This design comes from an exercise in tuning for small area, a short achievable clock period and few clock cycles per item on the open sky130 flow, not from production work.
Function was checked by simulation only, so behaviour that the tests miss may differ from the original.

== run A ==
// mlfq_scheduler_with_aging_top
module mlfq_scheduler_with_aging_top (
   input  logic         clock,
   input  logic         reset,
   input  logic         start,
   output logic         busy,
   input  logic [2:0]   req_op,
   input  logic [5:0]   req_proc_id,
   input  logic [19:0]  req_burst_cycles,
   input  logic         req_requeue,
   output logic         rsp_valid,
   output logic [5:0]   rsp_granted_id,
   output logic [13:0]  rsp_slice_length,
   output logic [1:0]   rsp_status,
   input  logic         csr_valid,
   output logic         csr_ready,
   input  logic [11:0]  csr_data
);
Size in the first run: roughly 23000 cells after synthesis, ~71 I/O pins, roughly 230000 µm² of cells after synthesis.
clock: 12.0 ns
lec_check: 0
cap_margin: 20
core_margin: 2
core_utilization: 35
place_density: 0.45
slew_margin: 20
standard.sh (not shown) runs the stock make flow with config.mk's settings and CLKGATE_MAP_FILE= SYNTH_SCRIPT=/design/flow/synth_recipe.tcl, a recipe that flattens the netlist after the stock synthesis.
==> flow/flow/run.sh <==
#!/bin/bash
# The standard layout (standard.sh: ORFS synth to finish, unchanged scripts),
# run in two calls so that repair_timing aims further below the clock period in
# the stages that can buffer and clone (CTS, global route) than the sizing-only
# pass after floorplan.
set -euo pipefail
cd "$(dirname "$0")/.."
bash standard.sh SETUP_SLACK_MARGIN=3 synth floorplan > flow_to_floorplan.log 2>&1
bash standard.sh SETUP_SLACK_MARGIN=6 finish > flow_to_finish.log 2>&1
Testbench counts of run A, summed over its fixed seeds: cycles 19,727, items 16,000.
For run B, these inputs were changed with respect to run A:
-- flow/design.v --
<<< run A, line 73
   logic [11:0]          q_r;
   logic [11:0]          qo_r;       
   logic [6:0]           adj_i;      
   logic [5:0]           rda;        
   logic                 fix_r;      
   logic [16:0]          gacc;
>>> run B, line 73
   logic [11:0]          q_r;
   logic [11:0]          qo_r;       
   logic [8:0]           adj_i;      
   logic [16:0]          adj_v;      
   logic [16:0]          ir_u;       
   logic                 ir_uv;      
   logic                 fix_r;      
   logic [16:0]          gacc;
<<< run A, line 221
   logic [11:0]      q_n;
   logic [11:0]      qo_n;
   logic [6:0]       adj_i_n;
   logic             csr_pend_n;
   logic             fin;
>>> run B, line 223
   logic [11:0]      q_n;
   logic [11:0]      qo_n;
   logic [8:0]       adj_i_n;
   logic             csr_pend_n;
   logic             fin;
<<< run A, line 231
   logic        promote;
   logic [1:0]  sl_nl;
   assign exec_go = (cst == C_IDLE) && !csr_pend && ir_v && !(fix_r && ir_op == OP_DISPATCH);
   always_comb begin
      in_act = ir_act;
>>> run B, line 233
   logic        promote;
   logic [1:0]  sl_nl;
   logic        sl_fix;       
   assign exec_go = (cst == C_IDLE) && !csr_pend && ir_v && !(fix_r && ir_op == OP_DISPATCH) &&
                    !(!ir_uv && in_act && (ir_op == OP_EXIT || (ir_op == OP_SLICE && sl_fix)));
   always_comb begin
      in_act = ir_act;
<<< run A, line 249
      promote = (in_lvl != 2'd3) && ir_pr[in_lvl];
      sl_nl   = promote ? in_lvl + 2'd1 : in_lvl;
      mv_n    = (lk_lvl == 2'd0) ? 2'd0 : lk_lvl - 2'd1;
      mv_full = cnt[mv_n][6];
>>> run B, line 253
      promote = (in_lvl != 2'd3) && ir_pr[in_lvl];
      sl_nl   = promote ? in_lvl + 2'd1 : in_lvl;
      sl_fix  = promote && !(ir_rq && !cnt[sl_nl][6]);
      mv_n    = (lk_lvl == 2'd0) ? 2'd0 : lk_lvl - 2'd1;
      mv_full = cnt[mv_n][6];
<<< run A, line 437
         if (rs_n == '0) cst_n = C_IDLE;
      end else if (cst == C_ADJ) begin
         ld_en   = !adj_i[6];
         ld_p    = adj_i[5:0];
         ld_k    = 2'd3;
         adj_i_n = adj_i + 7'd1;
         if (adj_i[6]) cst_n = C_IDLE;
      end else if (cst == C_IDLE && csr_pend && !csr_valid) begin
         q_n        = csr_val;
         qo_n       = q_r;
         csr_pend_n = 1'b0;
         adj_i_n    = 7'd0;
         cst_n      = C_ADJ;
      end
>>> run B, line 442
         if (rs_n == '0) cst_n = C_IDLE;
      end else if (cst == C_ADJ) begin
         ld_en   = !adj_i[8] && (adj_i[1:0] == 2'd2);
         ld_p    = adj_i[7:2];
         ld_k    = 2'd3;
         adj_i_n = adj_i + 9'd1;
         if (adj_i[8]) cst_n = C_IDLE;
      end else if (cst == C_IDLE && csr_pend) begin
         q_n        = csr_val;
         qo_n       = q_r;
         csr_pend_n = 1'b0;
         adj_i_n    = 9'd0;
         cst_n      = C_ADJ;
      end
<<< run A, line 511
      rw    <= rw_n;
      adj_i <= adj_i_n;
      rda   <= ((cst == C_ADJ) || (cst == C_IDLE && csr_pend && !csr_valid)) ? adj_i_n[5:0] : f_p;
      fix_r <= ld_en && (ld_k == 2'd1);
      if (lw_en) lvl[lw_p] <= lw_v;
>>> run B, line 516
      rw    <= rw_n;
      adj_i <= adj_i_n;
      ir_u  <= uu[rd_addr];
      ir_uv <= !(ld_en && ld_p == rd_addr);
      adj_v <= ir_u + {adj_x[15], adj_x};
      fix_r <= ld_en && (ld_k == 2'd1);
      if (lw_en) lvl[lw_p] <= lw_v;
<<< run A, line 521
   end
   logic [16:0]         gacc_n;      
   logic [16:0]         rd_u;        
   logic [15:0]         adj_x;
   logic [16:0]         ld_v;        
>>> run B, line 528
   end
   logic [16:0]         gacc_n;      
   logic [5:0]          rd_addr;     
   logic [15:0]         adj_x;
   logic [16:0]         ld_v;        
<<< run A, line 533
   always_comb begin
      gacc_n = g_add ? gacc + {2'b0, ir_bx} : gacc;
      rd_u   = uu[rda];
      case (lvl[adj_i[5:0]])
         2'd0: adj_x = {3'b0, qo_r, 1'b0} - {3'b0, q_r, 1'b0};
         2'd1: adj_x = {2'b0, qo_r, 2'b0} - {2'b0, q_r, 2'b0};
>>> run B, line 540
   always_comb begin
      gacc_n = g_add ? gacc + {2'b0, ir_bx} : gacc;
      rd_addr = (cst == C_ADJ) ? adj_i[7:2] : f_p;
      case (lvl[adj_i[7:2]])
         2'd0: adj_x = {3'b0, qo_r, 1'b0} - {3'b0, q_r, 1'b0};
         2'd1: adj_x = {2'b0, qo_r, 2'b0} - {2'b0, q_r, 2'b0};
<<< run A, line 549
      case (ld_k)
         2'd0: ld_v = g_add ? lv_slice : lv_other;
         2'd1: ld_v = rd_u - {4'b0, q_r, 1'b0};
         2'd2: ld_v = rd_u + gacc;
         default: ld_v = rd_u + {adj_x[15], adj_x};
      endcase
      ld_vo  = 1'b0;
>>> run B, line 556
      case (ld_k)
         2'd0: ld_v = g_add ? lv_slice : lv_other;
         2'd1: ld_v = ir_u - {4'b0, q_r, 1'b0};
         2'd2: ld_v = ir_u + gacc;
         default: ld_v = adj_v;
      endcase
      ld_vo  = 1'b0;
## What came out
- Every run in the comparison, run B and run A, completed the flow with a clean layout.
- Taking run A as the reference, in run B maximum frequency down about 2.6%; area inside the core boundary increased 9300 µm²; sequential share of cell area fell 0.35 points; worst hold slack has decreased; cell area reported after detailed placement up about 2%.
- In run B the post-CTS resize count turned out about 4.5% lower than in run A.
- The launch point of the critical path comes out u_ctrl.ir_lvl[0] in one run and u_ctrl.rda[0] in the other, namely in run B and run A respectively.
- Higher clock network latency to the later pin of the worst-skew pair was reported by run B, not run A.
- Between run B and run A, the routability-driven placement congestion ratio is higher for run B.
- Taking run A as the reference, in run B stage delay of the slowest cell on the critical path saw a decrease; wire length saw an increase; register-to-register slack saw a decrease; post-route cell area saw an increase; mapped cell area saw an increase.
Testbench counts of run B, summed over its fixed seeds: cycles 19,784, items 16,000.

## separate check: timing with driven ports
The flow's constraints put no driver on any port. The routed layouts listed below were extracted and timed again, unchanged, in two steps. Step 1 assumes that a clkbuf_16 drives the clock port and a buf_2 every other input. Step 2 times the ports against the registers' clock, not the clock port: input delays grow and output delays shrink by t, the midpoint of the rising clock arrivals with the driver on. Three values: ideal ports, drivers, drivers and shift; two values: the first two.
| run | t (ns) | setup slack, ns | hold slack, ns | worst data-port slew with drivers (ns) |
|---|---|---|---|---|
| run A | 1.201 | 5.482 / 5.482 / 5.028 | 0.435 / 0.435 / 0.435 | 0.19 |
| run B | 1.230 | 5.306 / 5.306 / 5.306 | 0.421 / 0.421 / 0.421 | 0.08 |
After both steps setup and hold are still met in every run listed. The setup slack of run A, which loses most, moves by 0.000 ns with the drivers and by -0.454 ns with both steps.
